Source: an optimization exercise on an open RTL-to-GDS flow (aim: small area and a short achievable clock period). Production flows keep margins and buffers that such runs may drop.
In this exercise RTL edits were held to simulation tests only and were not proved equivalent to the original.
No driver is modelled on the clock port, so clocking that relies on it looks cheaper here than on a real chip.
Power is estimated from default activity; no workload was simulated.

<file path="flow/run.sh">
#!/bin/bash
# Own layout flow: the standard ORFS flow (standard.sh, its synthesis unchanged) with
#  - a clock tree built without dummy balancing loads, with larger sink clusters,
#  - the clock root buffer split into quadrant copies fed from the clock port (post_cts.tcl),
#    so every register's clock arrives through one fewer heavily loaded stage, and
#  - the setup repair margin applied only after CTS, once clock latencies are real.
# make's output goes to standard.log; each tool's full log is under orfs/logs/.
set -euo pipefail
here=$(cd "$(dirname "${BASH_SOURCE[0]}")" && pwd)
export OWN_FLOW_DIR=$here
export CTS_ARGS="-sink_clustering_enable -repair_clock_nets -dont_use_dummy_load -sink_clustering_size 25 -sink_clustering_max_diameter 50"
export SKIP_CTS_REPAIR_TIMING=1
export POST_CTS_TCL=$here/post_cts.tcl
export PRE_GLOBAL_ROUTE_TCL=$here/margin.tcl
bash standard.sh > standard.log 2>&1
</file>
<file path="flow/margin.tcl">
set ::env(SETUP_SLACK_MARGIN) 1.25
</file>
<file path="flow/post_cts.tcl">
# After CTS: split the clock root, then the setup/hold repair that cts.tcl was told to skip.
source $::env(OWN_FLOW_DIR)/split_root.tcl
source $::env(OWN_FLOW_DIR)/margin.tcl
split_clock_root
detailed_placement
estimate_parasitics -placement
report_clock_skew
repair_timing_helper
detailed_placement
check_placement -verbose
report_worst_slack
</file>
<file path="flow/split_root.tcl">
# Splits the clock root buffer into up to four copies, each driving the root's loads in one
# quadrant around their centroid and each fed straight from the clock port. Every register
# keeps the same number of buffers to the port; only the root stage gets lighter.
proc split_clock_root {} {
  set block [ord::get_db_block]
  set clk [$block findNet clk]
  set roots {}
  foreach it [$clk getITerms] {
    if {[$it isInputSignal]} { lappend roots [$it getInst] }
  }
  if {[llength $roots] != 1} {
    puts "split_clock_root: [llength $roots] cells on the clock port, left as is"
    return
  }
  set root [lindex $roots 0]
  set master [$root getMaster]
  set onet [[$root findITerm X] getNet]
  set loads {}
  set sx 0; set sy 0
  foreach it [$onet getITerms] {
    if {[$it isInputSignal]} {
      set loc [[$it getInst] getLocation]
      lappend loads [list $it [lindex $loc 0] [lindex $loc 1]]
      set sx [expr {$sx + [lindex $loc 0]}]; set sy [expr {$sy + [lindex $loc 1]}]
    }
  }
  set n [llength $loads]
  if {$n < 8} { puts "split_clock_root: root drives $n loads, left as is"; return }
  set cx [expr {$sx / $n}]; set cy [expr {$sy / $n}]
  array set grp {}
  foreach l $loads {
    set q [expr {([lindex $l 1] >= $cx) + 2 * ([lindex $l 2] >= $cy)}]
    lappend grp($q) $l
  }
  set first 1
  set k 0
  foreach q [lsort [array names grp]] {
    set mx 0; set my 0
    foreach l $grp($q) { set mx [expr {$mx + [lindex $l 1]}]; set my [expr {$my + [lindex $l 2]}] }
    set m [llength $grp($q)]
    set mx [expr {$mx / $m}]; set my [expr {$my / $m}]
    if {$first} {
      set buf $root
      set net $onet
      set first 0
    } else {
      set buf [odb::dbInst_create $block $master "[$root getName]_q$k"]
      set net [odb::dbNet_create $block "[$onet getName]_q$k"]
      $net setSigType CLOCK
      [$buf findITerm A] connect $clk
      [$buf findITerm X] connect $net
      foreach l $grp($q) {
        set it [lindex $l 0]
        $it disconnect
        $it connect $net
      }
    }
    $buf setLocation $mx $my
    $buf setPlacementStatus PLACED
    puts "split_clock_root: [$buf getName] drives $m loads at [expr {$mx/1000.0}] [expr {$my/1000.0}]"
    incr k
  }
}
</file>
<file path="standard.sh">
#!/bin/bash
# synth_recipe.tcl (not shown) runs the flow's synth.tcl, then flattens the netlist and writes it again
# the make line also repeats each setting of config.mk as NAME=value (left out here)
make -C /OpenROAD-flow-scripts/flow DESIGN_CONFIG=/design/flow/config.mk WORK_HOME=/design/flow/orfs CLKGATE_MAP_FILE= SYNTH_SCRIPT=/design/flow/synth_recipe.tcl "${@:-finish}"
</file>
<file path="config.mk">
export PLATFORM = sky130hd
export DESIGN_NAME = benes_cfg_sequencer
export DESIGN_NICKNAME = benes_cfg_sequencer
export VERILOG_FILES = /design/flow/design.v
export SDC_FILE = /design/flow/constraint.sdc
export NUM_CORES = 4
export LEC_CHECK = 0
export CAP_MARGIN = 20
export CORE_MARGIN = 2
export CORE_UTILIZATION = 67
export SLEW_MARGIN = 20
</file>
<file path="constraint.sdc">
create_clock -name core_clock -period 3.0 [get_ports {clk}]
set_input_delay 0.6000 -clock core_clock [delete_from_list [all_inputs] [get_ports {clk}]]
set_output_delay 0.6000 -clock core_clock [all_outputs]
set_load 0.01 [all_outputs]
</file>
<file path="design.v">
package benes_cfg_sequencer_pkg;
   localparam int SIZE       = 32;
   localparam int SWITCH_NUM = SIZE / 2;
   localparam int STAGE_NUM  = 2 * $clog2(SIZE) - 1;
   localparam int CFG_DEPTH  = 16;
   localparam int AW         = $clog2(CFG_DEPTH);
   localparam int SW         = $clog2(STAGE_NUM);
   localparam int CW         = SWITCH_NUM * STAGE_NUM;
   localparam int SEL_COPIES = 9;
   localparam logic [1:0] ST_IDLE  = 2'd0;
   localparam logic [1:0] ST_RUN   = 2'd1;
   localparam logic [1:0] ST_FLUSH = 2'd2;
endpackage
module benes_cfg_sequencer_ram
(
   input  logic                                              clk,
   input  logic                                              rst_n,
   input  logic                                              wr_en,
   input  logic [benes_cfg_sequencer_pkg::AW-1:0]            wr_idx,
   input  logic [benes_cfg_sequencer_pkg::SW-1:0]            wr_stage,
   input  logic [benes_cfg_sequencer_pkg::SWITCH_NUM-1:0]    wr_data,
   input  logic [benes_cfg_sequencer_pkg::SEL_COPIES*benes_cfg_sequencer_pkg::CFG_DEPTH-1:0] rd_gsel,
   input  logic                                              rd_hold,
   output logic [benes_cfg_sequencer_pkg::CW-1:0]            rd_data
);
   localparam int SWITCH_NUM = benes_cfg_sequencer_pkg::SWITCH_NUM;
   localparam int STAGE_NUM  = benes_cfg_sequencer_pkg::STAGE_NUM;
   localparam int CFG_DEPTH  = benes_cfg_sequencer_pkg::CFG_DEPTH;
   localparam int CW         = benes_cfg_sequencer_pkg::CW;
   logic [CW-1:0] rd_data_d;
   logic [CW-1:0] rd_data_q;
   localparam int NSEL       = benes_cfg_sequencer_pkg::SEL_COPIES;
   genvar e, s;
   generate
      for (s = 0; s < STAGE_NUM; s = s + 1) begin : g_stage
         localparam int G = (s * NSEL) / STAGE_NUM;
         logic [SWITCH_NUM-1:0] mem [CFG_DEPTH];
         logic [SWITCH_NUM-1:0] sel_or [CFG_DEPTH+1];
         assign sel_or[0] = rd_data_q[CW-1-SWITCH_NUM*s -: SWITCH_NUM] & {SWITCH_NUM{rd_hold}};
         for (e = 0; e < CFG_DEPTH; e = e + 1) begin : g_entry
            always_ff @(posedge clk) begin
               if (wr_en && (wr_idx == e) && (wr_stage == s)) begin
                  mem[e] <= wr_data;
               end
            end
            assign sel_or[e+1] = sel_or[e] | (mem[e] & {SWITCH_NUM{rd_gsel[G*CFG_DEPTH+e]}});
         end
         assign rd_data_d[CW-1-SWITCH_NUM*s -: SWITCH_NUM] = sel_or[CFG_DEPTH];
      end
   endgenerate
   always_ff @(posedge clk or negedge rst_n) begin
      if (!rst_n) begin
         rd_data_q <= '0;
      end else begin
         rd_data_q <= rd_data_d;
      end
   end
   assign rd_data = rd_data_q;
endmodule
module benes_cfg_sequencer
(
   input  logic                                              clk,
   input  logic                                              rst_n,
   input  logic                                              i_cfg_wr_en,
   input  logic [benes_cfg_sequencer_pkg::AW-1:0]            i_cfg_wr_idx,
   input  logic [benes_cfg_sequencer_pkg::SW-1:0]            i_cfg_wr_stage,
   input  logic [benes_cfg_sequencer_pkg::SWITCH_NUM-1:0]    i_cfg_wr_data,
   input  logic                                              i_cmd_valid,
   output logic                                              o_cmd_ready,
   input  logic [benes_cfg_sequencer_pkg::AW-1:0]            i_cmd_base,
   input  logic [benes_cfg_sequencer_pkg::AW:0]              i_cmd_len,
   input  logic                                              i_advance,
   input  logic                                              i_abort,
   output logic [benes_cfg_sequencer_pkg::CW-1:0]            o_switch_set,
   output logic                                              o_cfg_valid,
   output logic [benes_cfg_sequencer_pkg::AW-1:0]            o_cfg_idx,
   output logic                                              o_done,
   output logic                                              o_busy
);
   localparam int         AW       = benes_cfg_sequencer_pkg::AW;
   localparam int         DEPTH    = benes_cfg_sequencer_pkg::CFG_DEPTH;
   localparam int         NSEL     = benes_cfg_sequencer_pkg::SEL_COPIES;
   localparam logic [1:0] ST_IDLE  = benes_cfg_sequencer_pkg::ST_IDLE;
   localparam logic [1:0] ST_RUN   = benes_cfg_sequencer_pkg::ST_RUN;
   localparam logic [1:0] ST_FLUSH = benes_cfg_sequencer_pkg::ST_FLUSH;
   logic [1:0]       state_d,     state_q;
   logic [AW-1:0]    rd_ptr_d,    rd_ptr_q;
   logic [AW:0]      remain_d,    remain_q;
   logic             cfg_valid_d, cfg_valid_q;
   logic [AW-1:0]    cfg_idx_d,   cfg_idx_q;
   logic             done_d,      done_q;
   logic             busy_d,      busy_q;
   logic [NSEL*DEPTH-1:0] rd_sel_d, rd_sel_q;
   logic [DEPTH-1:0]      base_hot;
   logic             rd_en;
   logic             accept;
   logic             sel_hold;
   assign rd_en    = (state_q == ST_RUN) && i_advance;
   assign accept   = i_cmd_valid && !busy_q;
   assign sel_hold = !(accept || rd_en);
   always_comb begin
      base_hot             = '0;
      base_hot[i_cmd_base] = 1'b1;
   end
   genvar g;
   generate
      for (g = 0; g < NSEL; g = g + 1) begin : g_sel
         logic [DEPTH-1:0] cur;
         assign cur = rd_sel_q[g*DEPTH +: DEPTH];
         assign rd_sel_d[g*DEPTH +: DEPTH] = (base_hot & {DEPTH{accept}})
                                           | ({cur[DEPTH-2:0], cur[DEPTH-1]} & {DEPTH{rd_en}})
                                           | (cur & {DEPTH{sel_hold}});
      end
   endgenerate
   benes_cfg_sequencer_ram u_ram (
      .clk      (clk),
      .rst_n    (rst_n),
      .wr_en    (i_cfg_wr_en),
      .wr_idx   (i_cfg_wr_idx),
      .wr_stage (i_cfg_wr_stage),
      .wr_data  (i_cfg_wr_data),
      .rd_gsel  (rd_sel_q & {NSEL*DEPTH{rd_en}}),
      .rd_hold  (!rd_en),
      .rd_data  (o_switch_set)
   );
   always_comb begin
      state_d     = state_q;
      rd_ptr_d    = rd_ptr_q;
      remain_d    = remain_q;
      cfg_valid_d = rd_en;
      cfg_idx_d   = rd_en ? rd_ptr_q : cfg_idx_q;
      done_d      = 1'b0;
      case (state_q)
         ST_IDLE: begin
            if (accept) begin
               rd_ptr_d = i_cmd_base;
               remain_d = i_cmd_len;
               if (i_cmd_len == '0) begin
                  state_d = ST_FLUSH;
                  done_d  = 1'b1;
               end else begin
                  state_d = ST_RUN;
               end
            end
         end
         ST_RUN: begin
            if (rd_en) begin
               rd_ptr_d = rd_ptr_q + 1'b1;
               remain_d = remain_q - 1'b1;
               if (remain_q == (AW+1)'(1)) begin
                  state_d = ST_FLUSH;
                  done_d  = 1'b1;
               end
            end
            if (i_abort) begin
               state_d = ST_IDLE;
               done_d  = 1'b0;
            end
         end
         ST_FLUSH: begin
            state_d = ST_IDLE;
         end
         default: begin
            state_d = ST_IDLE;
         end
      endcase
      busy_d      = (state_d != ST_IDLE);
   end
   always_ff @(posedge clk or negedge rst_n) begin
      if (!rst_n) begin
         state_q     <= ST_IDLE;
         rd_ptr_q    <= '0;
         rd_sel_q    <= '0;
         remain_q    <= '0;
         cfg_valid_q <= 1'b0;
         cfg_idx_q   <= '0;
         done_q      <= 1'b0;
         busy_q      <= 1'b0;
      end else begin
         state_q     <= state_d;
         rd_ptr_q    <= rd_ptr_d;
         rd_sel_q    <= rd_sel_d;
         remain_q    <= remain_d;
         cfg_valid_q <= cfg_valid_d;
         cfg_idx_q   <= cfg_idx_d;
         done_q      <= done_d;
         busy_q      <= busy_d;
      end
   end
   assign o_cfg_valid = cfg_valid_q;
   assign o_cfg_idx   = cfg_idx_q;
   assign o_done      = done_q;
   assign o_busy      = busy_q;
   assign o_cmd_ready = !busy_q;
endmodule
</file>
==> summary.md, run 1 <==
| Metric | Value |
|---|---|
| Clk_skew | between 50 and 60 ps |
| Final Max Tran Viols | 0 |
| Syn avg cell area | 17.7 sq um |
| Total power draw | 82.1 mW |
| Clk latency of the worst-skew pair | ~600 ps |
| Buf/Inv on CP | 1 |
| Compound-gate portion of the synthesized area | 11.6% |
| FF+latch count, synth | 2610 |
| Slew @ Worst Pin | 894 ps |
| Xor/xnor share of the synthesized area | 0% |
| Area growth, synth to finish | 15.7% |
| Port Buf Inserts | between 150 and 200 |
| CP arrival | 1190 ps |
| Synth Area in Adders | 0.0927% |
| VDD IR max | 0.632 mV |
| CTS clock-pin slew for the worst setup and hold paths | 80 ps |
| 1st-iter DRT viols | 8893 |
| Vias in the first global route | 53800 |
| Clock sink count | 2610 |
| Gr ovfl total | 0 |
| Nets@finish | 5905 |
| Critical Path RT | approximately 2400 ps |
| Slowest library cell on the worst path | dfrtp_2 |
| Pin count of the biggest net entering global routing | 145 |
| Post-route minimum period | 1790 ps |
| # DRC | 0 |
| Detailed-route wire length | 274000 microns |
| Largest family of logic cells by synthesized area | compound AO/OA/AOI/OAI gates |
| Tightest Hold Check Type | in2reg |
| Total Routing Usage GR | ~37% |
| # IOs | ~190 |
| Number of synthesized flops with an enable pin | 2304 |
| Starting density of the core | 67.6% |
| Critical path's largest stage delay | 480 ps |
| First-pass GRT wire length | 381000 microns |
| Unrepaired setup endpoints after global routing | yes |
| Top_reg_cell synth | edfxtp_1 |
| P per Cell Area | 751 nW/um^2 |
| Max Clk Rate | around 0.56 GHz |
| Row count | around 140 |
| Setup crit end kind | output pin |
| Core area | around 140000 sq um |
| Post-synthesis mux area share | 0.0106% |
| Antenna Nets Post-Route | 0 |
| Status | no timing/DRC/antenna violations |
| Post-synthesis instance area | 94500 sq um |
| Antenna violations before repair | 10 |
| Die Ht | 380 microns |
| Placer congestion estimate | 0.870 |
| Static leakage | 36.4 nW |
| Setup TNS | 0 ps |
| Top delay family on crit path | flip-flops |
| Drt pass-1 iters | 6 |
| CP Class | reg2out |
| Async S/R FF share, synth | 11.7% |
| Final Hold Vio Count | 0 |
| Setup-failing EPs final | 0 |
| Design Area, Final | 109000 sq um |
| Die Area | ~140000 sq um |
| Simple-Gate Fraction of Synth Area | 5.23% |
| Maximum Capacitance Violations | 0 |
| Final Cycle Share | 59.7% |
| DP Area | slightly above 100000 sq um |
| Syn Inst Count | around 5300 |
| Chip width | between 300 and 400 microns |
| Worst-path fanout max | 2 |
| Ys Warns | 20 |
| Routed vias | 56700 |
| CP cell instances | buf_6 |
| Worst slew margin | between 40% and 50% |
| Vias per cell | ~7.3 |
| Synth cell types | 48 |
| WL per Instance | 35.4 microns |
| Fraction of the yosys area taken by sequential cells | 81.3% |
| CTS tree | done |
| Startpoint class of the critical path | flip-flop |
| Proportion of layout cells with a drive suffix above 1 | 22.8% |
| Detailed placement HPWL | 150000 microns |
| Mapped Nets | 5369 |
-- area by class of cell, clock buffers not listed --
cell class              count  area, sq um
flip-flops and latches   2610        77200
fillers                  7533        30400
multi-input cells        2316        17100
repair buffers            744         8140
well taps                1876         2350
plain buffers               3         75.1
inverters                   7         38.8
diodes                      5         12.5
-- state kept, by name (all words and copies together) (netlist names) --
| name | count |
|---|---|
| state_q | 2 |
| u_ram.rd_data_q | 144 |
| cfg_valid_q | 1 |
| rd_ptr_q | 4 |
| rd_sel_q | 144 |
| cfg_idx_q | 4 |
| done_q | 1 |
| u_ram.g_stage.mem | 2304 |
| remain_q | 5 |
| busy_q | 1 |
-- synth_stat cells (70+ instances only) --
master	number	share of area, %
a22oi_1	81	0.64
dfrtp_1	306	8.1
nor2_1	167	0.66
o21ai_0	145	0.77
clkbuf_1	221	0.88
a22o_1	523	4.8
buf_2	70	0.37
a221oi_1	525	4.9
nand2_1	324	1.3
buf_1	76	0.30
edfxtp_1	2304	73
and4_1	128	1.2
nand3_1	299	1.6
-- worst paths after layout --
check,slack [ps],from,cells past startpoint,endpoint
max,1210,u_ram.rd_data_q[47]$_DFF_PN0_,1,o_switch_set[47]
min,310,i_cfg_wr_data[1],1,u_ram.g_stage[2].mem[9][1]$_DFFE_PP_
max reg2reg,1210,rd_sel_q[28]$_DFF_PN0_,4,u_ram.rd_data_q[117]$_DFF_PN0_
min reg2reg,470,u_ram.rd_data_q[48]$_DFF_PN0_,1,u_ram.rd_data_q[48]$_DFF_PN0_
max in group asynchronous,1450,rst_n,3,rd_sel_q[18]$_DFF_PN0_
min in group asynchronous,560,rst_n,2,u_ram.rd_data_q[56]$_DFF_PN0_
-- kinds of logic after synthesis --
family	after synthesis
AND/OR/NAND/NOR	984
buffers and inverters	398
flip-flops	2610
adder cells (fa/ha/maj)	7
AO/OA/AOI/OAI	1323
multiplexers	1
-- layout by cell type, fill, tap and decap left out, types with 12 or more instances in the layout --
cell	instances
a22oi_1	81
buf_2	139
dfrtp_1	145
buf_4	312
nor2_2	104
nand3_1	294
buf_12	162
nor2_4	25
dfrtp_2	104
clkbuf_16	193
buf_6	80
a222oi_1	16
a221oi_1	454
edfxtp_1	2304
a221oi_2	65
nor2_1	39
o21ai_0	145
nand4_1	12
nand3_2	18
dfrtp_4	57
nand2_1	320
and4_1	116
a22o_1	523
-- routing by layer --
metal / GRT usage (%) / vias up / wire length, microns / share of wire [%]
met2: 58.3 / 4198 / 131000 / 48
met1: 51.4 / 29000 / 98600 / 36
met3: 7.18 / 625 / 32000 / 12
met4: 14.7 / 6 / 12400 / 4.5
li1: - / 22800 / - / -
met5: 0 / - / 69 / 0.025
-- where the power goes --
part           leakage (nW)  switching, mW  internal [mW]  total [mW]
Combinational          9.72           8.24           7.19        15.4
Sequential             24.4           4.01           41.1        45.2
Clock                  2.22           10.9           10.6        21.5
Total                  36.4           23.2           58.9        82.1
-- through the flow --
step           cells  utilization, %  hold WS [ps]  setup WS [ps]
3_3_place_gp    7344            72.7           460            223
6_report        7738            78.3           308           1210
5_1_grt         7735            78.3           322           1190
2_1_floorplan   5323               -           304            606
3_5_place_dp    7344            72.7           466            185
==> run 2, diff against run 1 <==
--- a/config.mk
+++ b/config.mk
@@ -5,7 +5,7 @@
 export SDC_FILE = /design/flow/constraint.sdc
 export NUM_CORES = 4
 export LEC_CHECK = 0
-export CAP_MARGIN = 20
+export CAP_MARGIN = 0
 export CORE_MARGIN = 2
 export CORE_UTILIZATION = 67
-export SLEW_MARGIN = 20
+export SLEW_MARGIN = 0
==> run 2 against run 1 <==
Combinational power about the same. Clock power hardly changed. Fmax barely moved. First-iteration DRC count rose by 3.3%. Routed wire length decreased by 0.15%. Sequential power is essentially flat. Global-route usage is the same. Final cell count hardly changed. Area after synthesis unchanged. Highest routed layer unchanged.
==> summary.md, run 2 <==
| Metric | Value |
|---|---|
| Detailed-route wire length | between 200000 and 300000 microns |
| Fraction of the yosys area taken by sequential cells | about four fifths |
| Mapped Nets | 5369 |
| Critical path's largest stage delay | 470 ps |
| R2r startpoint | rd_sel_q[126]$_DFF_PN0_ |
| Syn avg cell area | 17.7 sq um |
| Pin count of the biggest net entering global routing | 145 |
| Die Area | 144000 sq um |
| Max Clk Rate | 0.558 GHz |
| Proportion of layout cells with a drive suffix above 1 | 22.8% |
| DP Area | 102000 sq um |
| Critical Path Stages | 1 |
| CTS tree | done |
| Dominant cell by count in the synthesized netlist | edfxtp_1 |
| Final Max Tran Viols | 0 |
| Routed vias | 56700 |
| Layout Utilization | 78.3% |
| Async S/R FF share, synth | 11.7% |
| HP Start | i_cfg_wr_data[1] |
| Most common cell after layout, fill and taps aside | edfxtp_1 |
| Startpoint class of the critical path | flip-flop |
| Status | no timing/DRC/antenna violations |
| Chip width | 380 microns |
| Post-synth top area cell | edfxtp_1 |
| Port Buf Inserts | 190 |
| Total Routing Usage GR | 36.8% |
| P per Cell Area | 751 nW/um^2 |
| Vias in the first global route | 53800 |
| First-pass GRT wire length | about 380000 microns |
| Static leakage | 36.4 nW |
| Final Hold Vio Count | 0 |
| Slew @ Worst Pin | 883 ps |
| Design Area, Final | approximately 110000 sq um |
| Ys Warns | 20 |
| # IOs | 191 |
| Gr ovfl total | 0 |
| Drt pass-1 iters | 6 |
| Clk_skew | around 62 ps |
| Number of synthesized flops with an enable pin | between 2000 and 2500 |
| Core area | roughly 140000 sq um |
| R2R Setup Slk | between 1000 and 1500 ps |
| VDD IR max | 0.633 mV |
| Most frequent cells in the layout | edfxtp_1, a22o_1, a221oi_1 |
| FF+latch count, synth | 2610 |
| # DRC | 0 |
| Total power draw | 82.1 mW |
| Die Ht | between 300 and 400 microns |
| Syn Inst Count | between 5000 and 6000 |
| Worst-path fanout max | 2 |
| Top_reg_cell synth | edfxtp_1 |
| Fillcell total | 7535 |
| FF-to-FF End | u_ram.rd_data_q[22]$_DFF_PN0_ |
| Critical Path RT | 2400 ps |
| WL per Instance | 35.3 microns |
| Tightest Hold Check Type | in2reg |
| CTS clock-pin slew for the worst setup and hold paths | 80 ps |
| Antenna Nets Post-Route | 0 |
| Synth cell types | 48 |
| Final Cycle Share | about three fifths |
| Area growth, synth to finish | 15.7% |
| Buf/Inv on CP | 1 |
| Setup crit start | u_ram.rd_data_q[47]$_DFF_PN0_ |
| Vias per cell | 7.32 |
| Placer congestion estimate | 0.870 |
| Antenna violations before repair | 10 |
| Clock sink count | roughly 2600 |
| Setup TNS | 0 ps |
| Top post-synthesis cells by area | edfxtp_1, dfrtp_1, a221oi_1, a22o_1, nand3_1 |
| Largest Register | u_ram.g_stage.mem |
| 1st-iter DRT viols | 9186 |
| Tightest hold margin | 313 ps |
| Regs by FF count | u_ram.g_stage.mem: 2304 flops, rd_sel_q: 144 flops, u_ram.rd_data_q: 144 flops |
| CP endpoint | o_switch_set[47] |
| CP arrival | roughly 1200 ps |
| Setup-failing EPs final | 0 |
| FF-to-FF path depth | 5 |
| CP Class | reg2out |
| Unrepaired setup endpoints after global routing | yes |
| Share of the synthesized area in the top cell type | 73.2% |
| Starting density of the core | 67.6% |
| Nets@finish | 5905 |
| Slowest library cell on the worst path | dfrtp_2 |
| Maximum Capacitance Violations | 0 |
| Post-synth top cells | edfxtp_1, a221oi_1, a22o_1 |
| Post-synthesis instance area | 94500 sq um |
| CP cell instances | buf_6 |
| Setup crit end kind | output pin |
| Clk latency of the worst-skew pair | ~600 ps |
| Row count | 137 |
| Worst slew margin | 41.1% |
| Post-route minimum period | 1790 ps |
| Detailed placement HPWL | 150000 microns |
| Max FFs per register | 2304 |
| Top delay family on crit path | flip-flops |
==> run 2: cell counts after synthesis <==
No cell type changed its count.
==> run 2: area by class of cell, clock buffers not listed <==
class                      instances  area, sq um  share of cell area (%)
antenna                            3         7.51                 0.00687
buffer                             3         75.1                  0.0687
inverter                           7         38.8                  0.0355
multi-input combinational       2316        17100                    15.6
sequential                      2610        77200                    70.6
tap                             1876         2350                    2.15
timing repair buffer             744         8140                    7.45
==> run 2: metal layers <==
layer | up-vias | share of wire, % | global-route usage (%)
met4 | 6 | 4.7 | 14.7
met3 | 643 | 12 | 7.18
met2 | 4267 | 48 | 58.3
met1 | 28900 | 36 | 51.4
met5 | - | 0.025 | 0
li1 | 22800 | - | -
==> run 2: kinds of logic after synthesis <==
family / count (synthesis) / share of synthesized area, %
DFF: 2610 / 81.3
and+or+nand+nor: 984 / 5.23
muxes: 1 / 0.0106
adders and majority gates: 7 / 0.0927
AOI/OAI and AO/OA: 1323 / 11.6
buffers and inverters: 398 / 1.77
==> run 2: worst min path at each step <==
stage                                            end  slack [ps]  depth (start not counted)
3_3_place_gp           u_ram.rd_data_q[11]$_DFF_PN0_         460                          2
2_1_floorplan                       busy_q$_DFF_PN0_         300                          0
6_report       u_ram.g_stage[2].mem[15][1]$_DFFE_PP_         310                          1
5_1_grt        u_ram.g_stage[2].mem[15][1]$_DFFE_PP_         320                          1
3_5_place_dp           u_ram.rd_data_q[48]$_DFF_PN0_         470                          1
==> run 2: through the flow <==
| stage | setup slack [ps] | instances |
|---|---|---|
| global placement | 223 | 7344 |
| floorplan | 606 | 5323 |
| detailed placement | 185 | 7344 |
| finish | 1210 | 7736 |
| global route | 1190 | 7735 |
==> run 2: power breakdown <==
part | total, mW | internal, mW | switching [mW]
Combinational | 15.4 | 7.19 | 8.23
Clock | 21.5 | 10.6 | 10.9
Sequential | 45.2 | 41.1 | 4.00
Total | 82.1 | 58.9 | 23.2
==> run 3, diff against run 2 <==
==> flow/margin.tcl (replaced) <==
set ::env(SETUP_SLACK_MARGIN) 1.3
--- a/config.mk
+++ b/config.mk
@@ -5,7 +5,7 @@
 export SDC_FILE = /design/flow/constraint.sdc
 export NUM_CORES = 4
 export LEC_CHECK = 0
-export CAP_MARGIN = 0
+export CAP_MARGIN = 20
 export CORE_MARGIN = 2
 export CORE_UTILIZATION = 67
-export SLEW_MARGIN = 0
+export SLEW_MARGIN = 20
==> run 3 against run 2 <==
Via count increased by 3.3%. Hold slack got worse by 7.1 ps. Flip-flop and latch count stayed put. Critical path type unchanged. Largest cell class unchanged.
==> summary.md, run 3 <==
| Metric | Value |
|---|---|
| Antenna violations before repair | 9 |
| Clock sink count | 2610 |
| Total power draw | 85.4 mW |
| Proportion of layout cells with a drive suffix above 1 | 28.0% |
| Synth cell types | 48 |
| CTS tree | done |
| Simple-Gate Fraction of Synth Area | 5.23% |
| Syn Inst Count | 5323 |
| Async S/R FF share, synth | 11.7% |
| 1st-iter DRT viols | 9650 |
| Die Area | 144000 sq um |
| Post-synth top area cell | edfxtp_1 |
| Clk_skew | 62.4 ps |
| Post-synthesis instance area | 94500 sq um |
| CP endpoint | o_switch_set[47] |
| Detailed placement HPWL | 150000 microns |
| Final Max Tran Viols | 0 |
| Fraction of the yosys area taken by sequential cells | 81.3% |
| Vias per cell | 7.34 |
| Number of synthesized flops with an enable pin | 2304 |
| Xor/xnor share of the synthesized area | 0% |
| Ys Warns | 20 |
| Nets@finish | 6135 |
| Routed vias | 58500 |
| FF-to-FF path depth | 5 |
| Detailed-route wire length | 288000 microns |
| Vias in the first global route | 54400 |
| Placer congestion estimate | 0.870 |
| Port Buf Inserts | 190 |
| Post-synth top cells | edfxtp_1, a221oi_1, a22o_1 |
| CP cell instances | buf_6 |
| Top post-synthesis cells by area | edfxtp_1, dfrtp_1, a221oi_1, a22o_1, nand3_1 |
| Total Routing Usage GR | 37.5% |
| Worst slew margin | 40.5% |
| Buf/Inv on CP | 1 |
| Setup crit start | u_ram.rd_data_q[47]$_DFF_PN0_ |
| Setup crit end kind | output pin |
| Status | no timing/DRC/antenna violations |
| Post-route minimum period | approximately 1800 ps |
| Static leakage | around 38 nW |
| Tightest Hold Check Type | in2reg |
| Dominant cell by count in the synthesized netlist | edfxtp_1 |
| Most frequent cells in the layout | edfxtp_1, a22o_1, buf_4 |
| Critical Path Stages | 1 |
| Slew @ Worst Pin | 893 ps |
| Multi-input logic area | 18000 sq um |
| Setup TNS | 0 ps |
| Critical Path RT | 2400 ps |
| Top_reg_cell synth | edfxtp_1 |
| Max FFs per register | ~2300 |
| Chip width | 380 microns |
| Gr ovfl total | 0 |
| R2r startpoint | rd_sel_q[96]$_DFF_PN0_ |
| Row count | 137 |
| Compound-gate portion of the synthesized area | between 10% and 20% |
| Maximum Capacitance Violations | 0 |
| Critical path's largest stage delay | between 400 and 500 ps |
| Post-synthesis mux area share | 0.0106% |
| Fillcell total | 7048 |
| # IOs | roughly 190 |
| Drt pass-1 iters | 6 |
| Mapped Nets | approximately 5400 |
| First-pass GRT wire length | 387000 microns |
| Core area | 140000 sq um |
| Starting density of the core | between 60 and 70% |
| Unrepaired setup endpoints after global routing | yes |
| FF+latch count, synth | ~2600 |
| Max Clk Rate | 0.550 GHz |
| Die Ht | ~380 microns |
| CP arrival | 1220 ps |
| # DRC | 0 |
| CP Class | reg2out |
| Largest Register | u_ram.g_stage.mem |
| Clk latency of the worst-skew pair | 600 ps |
| Final Cycle Share | between 60 and 70% |
| Regs by FF count | u_ram.g_stage.mem: 2304 flops, rd_sel_q: 144 flops, u_ram.rd_data_q: 144 flops |
| CTS clock-pin slew for the worst setup and hold paths | approximately 80 ps |
| Pin count of the biggest net entering global routing | 145 |
| Worst-path fanout max | 2 |
| Largest family of logic cells by synthesized area | compound AO/OA/AOI/OAI gates |
| R2R Setup Slk | 1210 ps |
| Area growth, synth to finish | 19.4% |
| Setup-failing EPs final | 0 |
| FF-to-FF End | u_ram.rd_data_q[44]$_DFF_PN0_ |
| Register Area | 77300 sq um |
| Share of the synthesized area in the top cell type | 73.2% |
| WL per Instance | 36.2 microns |
| Top delay family on crit path | flip-flops |
| Antenna Nets Post-Route | 0 |
| Synth Area in Adders | 0.0927% |
| Syn avg cell area | 17.7 sq um |
| Startpoint class of the critical path | flip-flop |
| Most common cell after layout, fill and taps aside | edfxtp_1 |
| Final Hold Vio Count | 0 |
| Slowest library cell on the worst path | dfrtp_2 |
| P per Cell Area | 757 nW/um^2 |
| VDD IR max | 0.638 mV |
## run 3: cell counts after synthesis
No cell type changed its count.
## run 3: final cells by class, clock buffers not listed
class	count	area share, %
Sequential cell	2610	68.5
Multi-Input combinational cell	2316	16.0
Timing Repair Buffer	972	9.38
Tap cell	1876	2.08
Buffer	3	0.0665
Inverter	7	0.0466
Timing Repair inverter	2	0.0200
Antenna cell	8	0.0177
## run 3: cells by family after synthesis
| group | after synthesis |
|---|---|
| compound gates | 1323 |
| fa+ha+maj | 7 |
| buf+inv | 398 |
| flops | 2610 |
| mux | 1 |
| simple gates | 984 |
## run 3: where the power goes
part	total, mW	internal [mW]	switching [mW]
clock	21.6	10.6	11.0
sequential	44.7	41.2	3.53
combinational	19.0	9.04	9.96
## run 3: how the worst min path moves through the flow
stage,to,startpoint,cells past startpoint
finish,u_ram.g_stage[2].mem[9][1]$_DFFE_PP_,i_cfg_wr_data[1],1
global route,u_ram.g_stage[2].mem[15][1]$_DFFE_PP_,i_cfg_wr_data[1],1
detailed placement,u_ram.rd_data_q[48]$_DFF_PN0_,u_ram.rd_data_q[48]$_DFF_PN0_,1
global placement,u_ram.rd_data_q[11]$_DFF_PN0_,u_ram.rd_data_q[11]$_DFF_PN0_,2
floorplan,busy_q$_DFF_PN0_,rst_n,0
## run 3: stage by stage
| stage | instances | instance area (sq um) | hold WS, ps | setup WS (ps) | utilization [%] |
|---|---|---|---|---|---|
| finish | 7971 | 113000 | 306 | 1180 | 80.8 |
| global route | 7967 | 113000 | 322 | 1150 | 80.8 |
| detailed placement | 7344 | 102000 | 466 | 185 | 72.7 |
| global placement | 7344 | 102000 | 460 | 223 | 72.7 |
| floorplan | 5323 | 94500 | 304 | 606 | - |
## run 3: routing by layer
| layer | part of all wire, % | vias to the layer above | GRT usage, % |
|---|---|---|---|
| met1 | 35 | 29600 | 52.4 |
| met2 | 47 | 4864 | 59.4 |
| met4 | 5.2 | 6 | 15.0 |
| met5 | 0.032 | - | 0 |
| li1 | - | 23300 | - |
| met3 | 13 | 774 | 7.11 |
==> run 4, diff against run 3 <==
--- a/config.mk
+++ b/config.mk
@@ -5,7 +5,7 @@
 export SDC_FILE = /design/flow/constraint.sdc
 export NUM_CORES = 4
 export LEC_CHECK = 0
-export CAP_MARGIN = 20
+export CAP_MARGIN = 10
 export CORE_MARGIN = 2
-export CORE_UTILIZATION = 67
-export SLEW_MARGIN = 20
+export CORE_UTILIZATION = 60
+export SLEW_MARGIN = 10
==> run 4 against run 3 <==
Area after synthesis stayed put. Critical path depth is 5 higher. Register-to-register slack worse by 20 ps. Worst setup slack better by 5.4 ps. Clock skew is 26 ps higher. Fmax is 0.30% higher. Synthesized cell count stayed put. Die area is 12% higher. Critical path type is now reg2reg. Largest power group unchanged.
==> summary.md, run 4 <==
| Metric | Value |
|---|---|
| Port Buf Inserts | 190 |
| P per Cell Area | 762 nW/um^2 |
| Worst-path fanout max | 5 |
| Metal2 WL | 139000 microns |
| Die Area | 161000 sq um |
| Syn Inst Count | approximately 5300 |
| CP Class | reg2reg |
| Dpl ws | -196 ps |
| Row count | between 100 and 150 |
| Async S/R FF share, synth | 11.7% |
| Post-synth top area cell | edfxtp_1 |
| Max Clk Rate | 0.552 GHz |
| Clk_skew | 88.8 ps |
| Final setup margin | ~1200 ps |
| Slew @ Worst Pin | between 1000 and 1500 ps |
| Clk latency of the worst-skew pair | 620 ps |
| Pin count of the biggest net entering global routing | 145 |
| Placer congestion estimate | 0.861 |
| Most frequent cells in the layout | edfxtp_1, a22o_1, buf_4 |
| Number of synthesized flops with an enable pin | 2304 |
| Tightest Hold Check Type | in2reg |
| Clock sink count | 2610 |
| Antenna violations before repair | 9 |
| Final Hold Vio Count | 0 |
| Total power draw | 87.9 mW |
| Startpoint class of the critical path | flip-flop |
| Fillcell total | 9295 |
| Unrepaired setup endpoints after global routing | yes |
| Maximum Capacitance Violations | 0 |
| Gr ovfl total | 0 |
| Share of the synthesized area in the top cell type | 73.2% |
| Static leakage | 39.1 nW |
| Die Ht | between 400 and 500 microns |
| Chip width | 401 microns |
| Final Cycle Share | roughly three fifths |
| Drt pass-1 iters | 8 |
| Top routing layer in use | met5 |
| Detailed-route wire length | 300000 microns |
| Total Routing Usage GR | 35.8% |
| Setup-failing EPs final | 0 |
| Post-synthesis instance area | 94500 sq um |
| Regs by FF count | u_ram.g_stage.mem: 2304 flops, rd_sel_q: 144 flops, u_ram.rd_data_q: 144 flops |
| Post-route minimum period | about 1800 ps |
| Dominant cell by count in the synthesized netlist | edfxtp_1 |
| Vias in the first global route | 54000 |
| Post-synth top cells | edfxtp_1, a221oi_1, a22o_1 |
| Most common cell after layout, fill and taps aside | edfxtp_1 |
| Layout Cells excl Fill | 8249 |
| Metal-1 WL | 113000 microns |
| CP arrival | approximately 2300 ps |
| First-pass GRT wire length | 408000 microns |
| Syn avg cell area | about 18 sq um |
| Detailed placement HPWL | 164000 microns |
| Routed vias | 58100 |
| Largest Register | u_ram.g_stage.mem |
| Synth cell types | 48 |
| # IOs | 191 |
| CTS clock-pin slew for the worst setup and hold paths | 90 ps |
| Placed Cells | around 7500 |
| Core area | between 150000 and 200000 sq um |
| Starting density of the core | 60.5% |
| Antenna Nets Post-Route | 0 |
| Nets@finish | 6235 |
| 1st-iter DRT viols | 9417 |
| Top_reg_cell synth | edfxtp_1 |
| Critical Path RT | 3460 ps |
| Setup TNS | 0 ps |
| CTS tree | done |
| Status | no timing/DRC/antenna violations |
| Vias per cell | 7.05 |
| Tightest hold margin | between 200 and 300 ps |
| Met3 routed wirelength | 35600 microns |
| Final Max Tran Viols | 0 |
| Fraction of the yosys area taken by sequential cells | 81.3% |
| Mapped Nets | about 5400 |
| Proportion of layout cells with a drive suffix above 1 | 30.7% |
| Area growth, synth to finish | 22.1% |
| # DRC | 0 |
| WL per Instance | 36.3 microns |
| FF+latch count, synth | ~2600 |
| Max FFs per register | 2304 |
| Ys Warns | 20 |
| Setup crit end kind | flip-flop |
| VDD IR max | about 0.62 mV |
| Top post-synthesis cells by area | edfxtp_1, dfrtp_1, a221oi_1, a22o_1, nand3_1 |
| Worst slew margin | 8.27% |
[run 4: cell counts after synthesis]
No cell type changed its count.
[run 4: layout make-up, clock buffers not listed]
cell class / count / area [sq um] / area share, %
Antenna cell: 4 / 10.0 / 0.00868
Timing Repair Buffer: 1055 / 11600 / 10.1
Inverter: 7 / 52.6 / 0.0456
Buffer: 3 / 75.1 / 0.0651
Timing Repair inverter: 1 / 11.3 / 0.00976
Sequential cell: 2610 / 77300 / 67.0
Multi-Input combinational cell: 2323 / 19000 / 16.4
Tap cell: 2058 / 2570 / 2.23
[run 4: final timing paths]
check	startpoint	to	slack [ps]	cells after the start
max	rd_sel_q[51]$_DFF_PN0_	u_ram.rd_data_q[86]$_DFF_PN0_	1190	6
min	i_cfg_wr_data[2]	u_ram.g_stage[6].mem[14][2]$_DFFE_PP_	300	1
max reg2reg	rd_sel_q[51]$_DFF_PN0_	u_ram.rd_data_q[86]$_DFF_PN0_	1190	6
min reg2reg	u_ram.rd_data_q[142]$_DFF_PN0_	u_ram.rd_data_q[142]$_DFF_PN0_	470	2
max in group asynchronous	rst_n	state_q[0]$_DFF_PN0_	1480	3
min in group asynchronous	rst_n	u_ram.rd_data_q[48]$_DFF_PN0_	500	2
[run 4: worst max-delay path, cell delays in order (launching register included)]
cell and delay, ps:
dfrtp_4 580, buf_12 170, buf_8 120, a22o_1 210, a221oi_2 240, and4_1 280
o21ai_1 80
[run 4: stage by stage]
step | utilization (%) | area [sq um]
floorplan | - | 94500
global placement | 65.3 | 102000
detailed placement | 65.3 | 102000
global route | 73.8 | 115000
finish | 73.8 | 115000
[run 4: where the power goes]
| part | total, mW | switching, mW | internal, mW |
|---|---|---|---|
| logic | 21.0 | 11.2 | 9.85 |
| clock network | 22.6 | 11.4 | 11.2 |
| registers | 44.3 | 3.06 | 41.3 |
| total | 87.9 | 25.6 | 62.3 |
[run 4: metal layers]
metal	vias to the layer above	global-route usage (%)
li1	23500	-
met4	4	11.9
met5	-	0
met3	557	6.54
met2	4189	55.5
met1	29900	52.2
[run 4: kinds of logic after synthesis]
logic type	count (synthesis)	share of synthesized area, %
DFF	2610	81.3
AOI/OAI and AO/OA	1323	11.6
and+or+nand+nor	984	5.23
buffers and inverters	398	1.77
adders and majority gates	7	0.0927
muxes	1	0.0106
==> run 5, diff against run 4 <==
--- a/flow/run.sh
+++ b/flow/run.sh
@@ -8,7 +8,7 @@
 set -euo pipefail
 here=$(cd "$(dirname "${BASH_SOURCE[0]}")" && pwd)
 export OWN_FLOW_DIR=$here
-export CTS_ARGS="-sink_clustering_enable -repair_clock_nets -dont_use_dummy_load -sink_clustering_size 25 -sink_clustering_max_diameter 50"
+export CTS_ARGS="-sink_clustering_enable -repair_clock_nets -dont_use_dummy_load -sink_clustering_size 30 -sink_clustering_max_diameter 60"
 export SKIP_CTS_REPAIR_TIMING=1
 export POST_CTS_TCL=$here/post_cts.tcl
 export PRE_GLOBAL_ROUTE_TCL=$here/margin.tcl
==> flow/margin.tcl (replaced) <==
set ::env(SETUP_SLACK_MARGIN) 1.2
--- a/config.mk
+++ b/config.mk
@@ -5,7 +5,7 @@
 export SDC_FILE = /design/flow/constraint.sdc
 export NUM_CORES = 4
 export LEC_CHECK = 0
-export CAP_MARGIN = 10
+export CAP_MARGIN = 20
 export CORE_MARGIN = 2
 export CORE_UTILIZATION = 60
-export SLEW_MARGIN = 10
+export SLEW_MARGIN = 20
==> run 5 against run 4 <==
Register-to-register slack got worse by 50 ps. Die area did not move. Critical path type unchanged. Sequential share of layout area rose by 3.5 points. Combinational power fell by 22%.
==> summary.md, run 5 <==
| Metric | Value |
|---|---|
| CTS tree | done |
| Dpl ws | -196 ps |
| Mapped Nets | 5369 |
| Antenna Nets Post-Route | 0 |
| Number of synthesized flops with an enable pin | 2304 |
| WL per Instance | 35.4 microns |
| FF+latch count, synth | 2610 |
| Post-route minimum period | 1870 ps |
| Setup TNS | 0 ps |
| Total power draw | 81.1 mW |
| Vias in the first global route | 52100 |
| Setup-failing EPs final | 0 |
| Syn avg cell area | ~18 sq um |
| # DRC | 0 |
| Share of the synthesized area in the top cell type | roughly three quarters |
| Async S/R FF share, synth | between 10% and 20% |
| CTS clock-pin slew for the worst setup and hold paths | 80 ps |
| Slew @ Worst Pin | 1280 ps |
| Proportion of layout cells with a drive suffix above 1 | 22.5% |
| Gr ovfl total | 0 |
| Final Hold Vio Count | 0 |
| Status | no timing/DRC/antenna violations |
| Worst slew margin | about 15% |
| Most frequent cells in the layout | edfxtp_1, a22o_1, a221oi_1 |
| Placer congestion estimate | 0.861 |
| Antenna violations before repair | 12 |
| Static leakage | 36.2 nW |
| GR Layer Usage met3 | 5.96% |
| Chip width | approximately 400 microns |
| Vias per cell | 7.00 |
| 1st-iter DRT viols | just under 9000 |
| Unrepaired setup endpoints after global routing | yes |
| Fraction of the yosys area taken by sequential cells | between 80% and 90% |
| Clock sink count | 2610 |
| Tightest Hold Check Type | in2reg |
| Met1 Resource Use GR | 50.3% |
| Syn Inst Count | 5323 |
| Die Ht | 401 microns |
| Worst-path fanout max | 8 |
| Setup crit end kind | flip-flop |
| Ys Warns | 20 |
| Most common cell after layout, fill and taps aside | edfxtp_1 |
| Pin count of the biggest net entering global routing | roughly 150 |
| Nets@finish | between 5000 and 6000 |
| VDD IR max | 0.540 mV |
| Max Clk Rate | 0.536 GHz |
| HP Start | i_cfg_wr_data[2] |
| Starting density of the core | 60.5% |
| Detailed-route wire length | 280000 microns |
| Met2 Resource Use GR | 52.3% |
| Detailed placement HPWL | 164000 microns |
| Clk latency of the worst-skew pair | approximately 590 ps |
| Critical Path RT | 3430 ps |
| Area growth, synth to finish | 15.9% |
| Dominant cell by count in the synthesized netlist | edfxtp_1 |
| CP arrival | 2300 ps |
| CP Class | reg2reg |
| Final Max Tran Viols | 0 |
| Post-synth top cells | edfxtp_1, a221oi_1, a22o_1 |
| Synth cell types | 48 |
| Startpoint class of the critical path | flip-flop |
| Core area | 156000 sq um |
| Post-synthesis instance area | 94500 sq um |
| Die Area | 161000 sq um |
| P per Cell Area | 741 nW/um^2 |
| Drt pass-1 iters | 9 |
| Clk_skew | 72.2 ps |
| Max FFs per register | 2304 |
| Top Usage Layer GRT | met2 |
| Port Buf Inserts | 190 |
| First-pass GRT wire length | 389000 microns |
| Row count | 145 |
| Setup crit start | rd_sel_q[76]$_DFF_PN0_ |
| Regs by FF count | u_ram.g_stage.mem: 2304 flops, rd_sel_q: 144 flops, u_ram.rd_data_q: 144 flops |
| Tightest hold margin | 330 ps |
| Largest Register | u_ram.g_stage.mem |
| Final setup margin | 1130 ps |
| # IOs | 191 |
| Maximum Capacitance Violations | 0 |
| Final Cycle Share | 62.2% |
| Routed vias | 55400 |
| R2r startpoint | rd_sel_q[76]$_DFF_PN0_ |
| Top_reg_cell synth | edfxtp_1 |
| Post-synth top area cell | edfxtp_1 |
| Top post-synthesis cells by area | edfxtp_1, dfrtp_1, a221oi_1, a22o_1, nand3_1 |
| Total Routing Usage GR | 33.9% |
==> run 5: area by class of cell, clock buffers not listed <==
| class | instances | area [sq um] |
|---|---|---|
| Sequential cell | 2610 | 77200 |
| Multi-Input combinational cell | 2322 | 17600 |
| Inverter | 7 | 42.5 |
| Timing Repair Buffer | 760 | 8290 |
| Buffer | 3 | 75.1 |
| Fill cell | 10000 | 46700 |
| Tap cell | 2058 | 2570 |
| Antenna cell | 4 | 10.0 |
==> run 5: kinds of logic (layout without fill, tap and decap cells) <==
family                     Yosys count  count (layout)  synth area share, %
muxes                                1               1               0.0106
buffers and inverters              398             918                 1.77
other                                0               4                    0
adders and majority gates            7               7               0.0927
AOI/OAI and AO/OA                 1323            1323                 11.6
DFF                               2610            2610                 81.3
and+or+nand+nor                    984             991                 5.23
==> run 5: layer usage <==
layer	up-vias	part of all wire (%)
li1	22800	-
met1	28700	39
met2	3395	47
met3	434	11
met4	4	3.3
met5	-	0.0071
==> run 5: path summary, 6_finish.rpt <==
path | end | slack, ps | cells past startpoint
min | u_ram.g_stage[6].mem[14][2]$_DFFE_PP_ | 330 | 1
max in group asynchronous | state_q[0]$_DFF_PN0_ | 1450 | 3
max reg2reg | u_ram.rd_data_q[79]$_DFF_PN0_ | 1130 | 5
max | u_ram.rd_data_q[79]$_DFF_PN0_ | 1130 | 5
min reg2reg | u_ram.rd_data_q[140]$_DFF_PN0_ | 480 | 2
min in group asynchronous | u_ram.rd_data_q[48]$_DFF_PN0_ | 520 | 2
==> run 5: worst max-delay path, stage by stage, from the launching register on <==
cell and delay [ps]:
dfrtp_4 570, clkbuf_4 230, a22o_1 210, a221oi_1 320
and4_4 330, o21ai_0 80
==> run 5: through the flow <==
step	cells	util (%)	instance area, sq um
after floorplan	5323	-	94500
after global placement	7538	65.3	102000
after detailed placement	7538	65.3	102000
after global routing	7910	70.1	109000
final	7912	70.1	109000
==> run 5: power by group <==
part	switching [mW]	internal (mW)	leakage (nW)
Combinational	9.01	7.41	9.89
Clock	10.8	8.99	1.86
Sequential	3.73	41.1	24.5
Total	23.5	57.5	36.2
==> run 6, diff against run 5 <==
==> flow/margin.tcl (replaced) <==
set ::env(SETUP_SLACK_MARGIN) 1.3
--- a/config.mk
+++ b/config.mk
@@ -7,5 +7,5 @@
 export LEC_CHECK = 0
 export CAP_MARGIN = 20
 export CORE_MARGIN = 2
-export CORE_UTILIZATION = 60
+export CORE_UTILIZATION = 67
 export SLEW_MARGIN = 20
==> run 6 against run 5 <==
Synthesized cell count unchanged. Routed wire length grew 2.1%. Final cell count shrank 0.15%. Largest cell class unchanged. Area after synthesis is the same. Final area grew 1.9%. Sequential power about the same. Hold slack got worse by 5.6 ps. Combinational power grew 12%. Die area shrank 10%. Clock power shrank 2%. Critical path type is now in2reg. Utilization grew 9.8 points. Register-to-register slack better by 90 ps.
==> summary.md, run 6 <==
| Metric | Value |
|---|---|
| Status | no timing/DRC/antenna violations |
| Switching pwr | 23.8 mW |
| Die Ht | roughly 380 microns |
| Maximum Capacitance Violations | 0 |
| Max Clk Rate | 0.553 GHz |
| Routed vias | 57800 |
| Vias in the first global route | around 54000 |
| CP endpoint | u_ram.g_stage[0].mem[4][5]$_DFFE_PP_ |
| Most frequent cells in the layout | edfxtp_1, a22o_1, buf_4 |
| CTS tree | done |
| 1st-iter DRT viols | 9985 |
| Fillcell total | 7264 |
| Max FFs per register | 2304 |
| Detailed placement HPWL | roughly 150000 microns |
| Worst slew margin | 38.9% |
| Top post-synthesis cells by area | edfxtp_1, dfrtp_1, a221oi_1, a22o_1, nand3_1 |
| Gr ovfl total | 0 |
| Setup TNS | 0 ps |
| Setup crit start | i_cfg_wr_idx[0] |
| Proportion of layout cells with a drive suffix above 1 | 26.4% |
| Metal-1 WL | 101000 microns |
| Metal2 WL | 136000 microns |
| Register Area | 77300 sq um |
| FF-to-FF End | u_ram.rd_data_q[53]$_DFF_PN0_ |
| Placed Cells | 7344 |
| Most common cell after layout, fill and taps aside | edfxtp_1 |
| Starting density of the core | between 60% and 70% |
| CP Class | in2reg |
| Die Area | 144000 sq um |
| Clk latency of the worst-skew pair | 570 ps |
| Drt pass-1 iters | 7 |
| Setup-failing EPs final | 0 |
| Vias per cell | 7.32 |
| Number of synthesized flops with an enable pin | 2304 |
| Critical Path RT | approximately 3200 ps |
| Post-synth top cells | edfxtp_1, a221oi_1, a22o_1 |
| WHS Path Cells | 1 |
| Core area | 140000 sq um |
| Antenna Nets Post-Route | 0 |
| Tightest hold margin | between 300 and 400 ps |
| Worst-path fanout max | 16 |
| Slowest library cell on the worst path | nor2_2 |
| Layout Utilization | 79.9% |
| Syn Inst Count | ~5300 |
| Final Hold Vio Count | 0 |
| Synth cell types | 48 |
| Port Buf Inserts | 190 |
| Startpoint class of the critical path | primary input |
| # IOs | around 190 |
| Top routing layer in use | met5 |
| FF-to-FF path depth | 7 |
| Power share of the sequential group | 54.3% |
| Regs by FF count | u_ram.g_stage.mem: 2304 flops, rd_sel_q: 144 flops, u_ram.rd_data_q: 144 flops |
| Post-synthesis instance area | around 94000 sq um |
| Combinational group share of total power | between 20% and 30% |
| Final Cycle Share | between 60 and 70% |
| Syn avg cell area | 17.7 sq um |
| Slew @ Worst Pin | a little over 900 ps |
| Post-synth top area cell | edfxtp_1 |
| Placer congestion estimate | 0.870 |
| Largest Register | u_ram.g_stage.mem |
| P per Cell Area | 739 nW/um^2 |
| R2R Setup Slk | about 1200 ps |
| Sw Ratio | 28.9% |
| Nets@finish | 6067 |
| Setup crit end kind | flip-flop |
| CTS clock-pin slew for the worst setup and hold paths | ~110 ps |
| Area growth, synth to finish | 18.1% |
| CP cell instances | clkbuf_4, nor2_2, nand2_2, buf_4, nor2_1, buf_12 |
| Detailed-route wire length | 286000 microns |
| Int Power | 58.7 mW |
| Clock sink count | 2610 |
| Share of the synthesized area in the top cell type | 73.2% |
| VDD IR max | just under 0.7 mV |
| Row count | 137 |
| Met3 routed wirelength | 34100 microns |
| Clock Power Share | about a quarter |
| Tightest Hold Check Type | in2reg |
| Critical path's largest stage delay | 320 ps |
| R2r startpoint | state_q[1]$_DFF_PN0_ |
| Mapped Nets | 5369 |
| Antenna violations before repair | 8 |
| Async S/R FF share, synth | 11.7% |
| Layout Cells excl Fill | 7900 |
| # DRC | 0 |
| Post-route minimum period | between 1500 and 2000 ps |
| Final Max Tran Viols | 0 |
| Top_reg_cell synth | edfxtp_1 |
| FF+latch count, synth | 2610 |
| Dominant cell by count in the synthesized netlist | edfxtp_1 |
| Chip width | ~380 microns |
| First-pass GRT wire length | slightly below 400000 microns |
| Fraction of the yosys area taken by sequential cells | 81.3% |
| WL per Instance | ~36 microns |
| Pin count of the biggest net entering global routing | 145 |
| Total Routing Usage GR | 37.2% |
| Unrepaired setup endpoints after global routing | yes |
| Static leakage | around 37 nW |
| Ys Warns | 20 |
| Clk_skew | 51.0 ps |
| Multi-input logic area | around 18000 sq um |
| CP arrival | 2050 ps |
-- run 6: cell count changes in the layout (fill, tap and decap cells not counted), sizes merged, moves of 2 or more --
cell	change
buf	+269
clkdlybuf4s15	-49
bufbuf	+2
dlygate4sd2	-4
nand3	-6
clkbuf	-41
-- run 6: through the flow --
step	area, sq um	total power [mW]	setup slack [ps]
3_5_place_dp	102000	59.5	185
2_1_floorplan	94500	51.6	606
5_1_grt	112000	84.6	1190
6_report	112000	82.5	1190
3_3_place_gp	102000	59.2	223
-- run 6: metal layers --
metal / vias up / global-route usage, %
met5: - / 0
met4: 6 / 14.6
met3: 691 / 6.85
met2: 4503 / 59.3
met1: 29500 / 52.0
li1: 23100 / -
-- run 6: cell type report, clock buffers not listed --
cell class / count / area share (%)
buffer: 3 / 0.0673
timing repair buffer: 939 / 9.38
inverter: 7 / 0.0471
antenna: 5 / 0.0112
multi-input combinational: 2316 / 15.9
sequential: 2610 / 69.3
tap: 1876 / 2.10
-- run 6: power groups by stage --
stage | sequential [mW] | combinational (mW) | clock (mW)
after floorplan | 42.8 | 8.86 | 0
after global placement | 45.9 | 13.4 | 0
after detailed placement | 45.9 | 13.6 | 0
after global routing | 44.8 | 19.3 | 20.5
final | 44.8 | 18.4 | 19.4
-- run 6: worst min path at each step --
stage / from / end / slack [ps]
finish: i_cfg_wr_data[1] / u_ram.g_stage[2].mem[8][1]$_DFFE_PP_ / 320
global route: i_cfg_wr_data[1] / u_ram.g_stage[2].mem[8][1]$_DFFE_PP_ / 330
detailed placement: u_ram.rd_data_q[48]$_DFF_PN0_ / u_ram.rd_data_q[48]$_DFF_PN0_ / 470
global placement: u_ram.rd_data_q[11]$_DFF_PN0_ / u_ram.rd_data_q[11]$_DFF_PN0_ / 460
floorplan: rst_n / busy_q$_DFF_PN0_ / 300
-- run 6: cells by family after synthesis --
group                    Yosys count  synth area share [%]
adder cells (fa/ha/maj)            7                0.0927
buffers and inverters            398                  1.77
AND/OR/NAND/NOR                  984                  5.23
AO/OA/AOI/OAI                   1323                  11.6
multiplexers                       1                0.0106
flip-flops                      2610                  81.3
-- run 6: worst max-delay path: cells and delay by family --
kind	cells	cell delay, ps
simple gates	3	760
buf+inv	3	660
==> run 7, diff against run 6 <==
--- a/flow/run.sh
+++ b/flow/run.sh
@@ -8,7 +8,7 @@
 set -euo pipefail
 here=$(cd "$(dirname "${BASH_SOURCE[0]}")" && pwd)
 export OWN_FLOW_DIR=$here
-export CTS_ARGS="-sink_clustering_enable -repair_clock_nets -dont_use_dummy_load -sink_clustering_size 30 -sink_clustering_max_diameter 60"
+export CTS_ARGS="-sink_clustering_enable -repair_clock_nets -dont_use_dummy_load -sink_clustering_size 20 -sink_clustering_max_diameter 40"
 export SKIP_CTS_REPAIR_TIMING=1
 export POST_CTS_TCL=$here/post_cts.tcl
 export PRE_GLOBAL_ROUTE_TCL=$here/margin.tcl
==> flow/margin.tcl (replaced) <==
set ::env(SETUP_SLACK_MARGIN) 1.25
==> run 7 against run 6 <==
Largest cell class unchanged. Critical path depth rose by 3. Via count rose by 0.18%. Power rose by 11%. Fmax fell by 6.2%. Sequential power rose by 0.9%. Critical path type is now reg2reg. Combinational power fell by 8%. Die area did not move. Utilization rose by 0.72 points. Clock skew rose by 4.7 ps. Final area rose by 0.91%. Global-route usage rose by 0.26 points.
==> summary.md, run 7 <==
| Metric | Value |
|---|---|
| P per Cell Area | roughly 810 nW/um^2 |
| Critical Path RT | 3480 ps |
| Largest Register | u_ram.g_stage.mem |
| Setup TNS | 0 ps |
| Starting density of the core | 67.6% |
| Top delay family on crit path | buffers and inverters |
| Post-synthesis instance area | 94500 sq um |
| Maximum Capacitance Violations | 0 |
| # DRC | 0 |
| Synth cell types | 48 |
| Detailed-route wire length | 283000 microns |
| CP cell instances | nand3b_1, buf_12, buf_8, buf_12, buf_12, buf_16, buf_16, nand3_1, nand3_1 |
| Vias per cell | 7.33 |
| CTS clock-pin slew for the worst setup and hold paths | 70 ps |
| Clock sink count | 2610 |
| Mapped Nets | 5369 |
| CP Class | reg2reg |
| Core area | 140000 sq um |
| Chip width | between 300 and 400 microns |
| Most frequent cells in the layout | edfxtp_1, a22o_1, a221oi_1 |
| Unrepaired setup endpoints after global routing | yes |
| Dominant cell by count in the synthesized netlist | edfxtp_1 |
| R2r startpoint | state_q[1]$_DFF_PN0_ |
| Regs by FF count | u_ram.g_stage.mem: 2304 flops, rd_sel_q: 144 flops, u_ram.rd_data_q: 144 flops |
| Syn avg cell area | ~18 sq um |
| Worst-path fanout max | 10 |
| Antenna Nets Post-Route | 0 |
| Ys Warns | 20 |
| Static leakage | 38.1 nW |
| Worst slew margin | 38.3% |
| Post-synth top area cell | edfxtp_1 |
| Tightest Hold Check Type | in2reg |
| Drt pass-1 iters | 8 |
| FF+latch count, synth | 2610 |
| Startpoint class of the critical path | flip-flop |
| Critical path's largest stage delay | 410 ps |
| Register Area | 77200 sq um |
| Setup crit end kind | flip-flop |
| Fillcell total | 7115 |
| # IOs | 191 |
| Number of synthesized flops with an enable pin | 2304 |
| Die Area | approximately 140000 sq um |
| Vias in the first global route | 55400 |
| Placed Cells | ~7300 |
| Post-route minimum period | 1930 ps |
| Top_reg_cell synth | edfxtp_1 |
| Status | no timing/DRC/antenna violations |
| Top post-synthesis cells by area | edfxtp_1, dfrtp_1, a221oi_1, a22o_1, nand3_1 |
| Total Routing Usage GR | a little under two fifths |
| 1st-iter DRT viols | 9202 |
| Multi-input logic area | 17100 sq um |
| Most common cell after layout, fill and taps aside | edfxtp_1 |
| Setup crit start | state_q[1]$_DFF_PN0_ |
| Area growth, synth to finish | 19.1% |
| Async S/R FF share, synth | 11.7% |
| Fraction of the yosys area taken by sequential cells | 81.3% |
| Share of the synthesized area in the top cell type | 73.2% |
| Antenna violations before repair | 8 |
| Routed vias | 57900 |
| Syn Inst Count | between 5000 and 6000 |
| Placer congestion estimate | roughly 0.87 |
| Gr ovfl total | 0 |
| WL per Instance | about 36 microns |
| Proportion of layout cells with a drive suffix above 1 | 25.0% |
| Post-synth top cells | edfxtp_1, a221oi_1, a22o_1 |
| Row count | 137 |
| HP Start | i_cfg_wr_data[1] |
| Slowest library cell on the worst path | dfrtp_2 |
| Layout Cells excl Fill | 7900 |
| Max FFs per register | between 2000 and 2500 |
| CTS tree | done |
| Setup-failing EPs final | 0 |
| Final Max Tran Viols | 0 |
| Pin count of the biggest net entering global routing | 145 |
| Detailed placement HPWL | about 150000 microns |
| Die Ht | 380 microns |
| CP arrival | between 2000 and 2500 ps |
| Buf/Inv on CP | 6 |
| Final Cycle Share | 64.2% |
| Max Clk Rate | 0.519 GHz |
| Port Buf Inserts | 190 |
| Final Hold Vio Count | 0 |
| Tightest hold margin | 255 ps |
| Total power draw | 91.3 mW |
| CP most frequent cell | buf_12 |
| Clk_skew | 55.7 ps |
| First-pass GRT wire length | 388000 microns |
| Slew @ Worst Pin | 926 ps |
| Clk latency of the worst-skew pair | 670 ps |
| Nets@finish | around 6000 |
| VDD IR max | 0.761 mV |
-- run 7: cell counts after synthesis --
Identical to the previous run, type by type.
-- run 7: worst reg2reg max path: cells and delay by family (launching register included) --
| family | cells | cell delay (ps) |
|---|---|---|
| flip-flops | 1 | 410 |
| buffers and inverters | 6 | 870 |
| AND/OR/NAND/NOR | 3 | 470 |
-- run 7: through the flow --
step / cell area (sq um) / utilization, % / worst slack (ps)
2_1_floorplan: 94500 / - / 606
3_3_place_gp: 102000 / 72.7 / 223
3_5_place_dp: 102000 / 72.7 / 185
5_1_grt: 113000 / 80.6 / 1030
6_report: 113000 / 80.6 / 1070
-- run 7: final cells by class, clock buffers not listed --
| cell class | count | share of cell area, % |
|---|---|---|
| timing repair buffer | 801 | 7.71 |
| sequential | 2610 | 68.6 |
| multi-input combinational | 2316 | 15.2 |
| antenna | 3 | 0.00667 |
| tap | 1876 | 2.09 |
| inverter | 7 | 0.0467 |
| timing repair inverter | 2 | 0.0245 |
| buffer | 3 | 0.0667 |
-- run 7: worst paths after layout --
kind / to / slack (ps) / cells after the start
max: rd_sel_q[49]$_DFF_PN0_ / 1070 / 9
min: u_ram.g_stage[2].mem[10][1]$_DFFE_PP_ / 260 / 1
max reg2reg: rd_sel_q[49]$_DFF_PN0_ / 1070 / 9
min reg2reg: u_ram.rd_data_q[7]$_DFF_PN0_ / 470 / 2
max in group asynchronous: rd_sel_q[19]$_DFF_PN0_ / 1520 / 3
min in group asynchronous: u_ram.rd_data_q[50]$_DFF_PN0_ / 510 / 2
-- run 7: report_power, final --
group,switching [mW],internal [mW],total (mW)
clock,12.3,16.7,29.0
sequential,4.00,41.2,45.2
combinational,8.90,8.13,17.0
-- run 7: logic make-up (layout without fill, tap and decap cells) --
logic type      after synthesis  in the layout  share of synthesized area (%)
simple gates                984            985                           5.23
other cells                   0              3                              0
fa+ha+maj                     7              7                         0.0927
compound gates             1323           1323                           11.6
flops                      2610           2610                           81.3
buf+inv                     398           1095                           1.77
mux                           1              1                         0.0106
-- run 7: routing by layer --
metal,up-vias,share of wire [%],GRT usage (%)
met5,-,0.0092,0
met4,4,4.6,14.6
met3,697,12,7.66
met2,4661,48,59.4
met1,29400,35,52.1
li1,23100,-,-

-- afterwards: timing with drivers on the ports --
Ports are ideal in the flow. The routed layouts listed here were re-timed in OpenROAD. Step 1 sets driving cells, clkbuf_16 on the clock port and buf_2 on the other inputs (assumed; they add their load-dependent delay and slew). Step 2 also shifts input and output timing later by t, the mid clock arrival at the registers, as if the neighbouring blocks saw the same clock. Slacks: ideal / step 1 / step 2; pairs: ideal / step 1.
| run | t, ns | setup slack, ns | worst hold slack (ns) | pins driven straight from the clock port |
|---|---|---|---|---|
| run 1 | 0.734 | 1.208 / 1.034 / 0.586 | 0.308 / 0.156 / 0.473 | 4 |
| run 2 | 0.735 | 1.209 / 1.035 / 0.602 | 0.313 / 0.162 / 0.472 | 4 |
| run 3 | 0.742 | 1.182 / 1.004 / 0.606 | 0.306 / 0.151 / 0.475 | 4 |
| run 4 | 0.762 | 1.187 / 1.016 / 0.609 | 0.300 / 0.144 / 0.469 | 4 |
| run 5 | 0.732 | 1.133 / 1.015 / 0.551 | 0.330 / 0.175 / 0.479 | 4 |
| run 6 | 0.728 | 1.192 / 1.037 / 0.563 | 0.325 / 0.169 / 0.473 | 4 |
| run 7 | 0.820 | 1.073 / 0.958 / 0.416 | 0.255 / 0.105 / 0.471 | 4 |
After both steps every run listed still meets setup and hold. For run 7, which loses most, drivers alone change the setup slack by -0.115 ns; drivers and shift together by -0.657 ns.
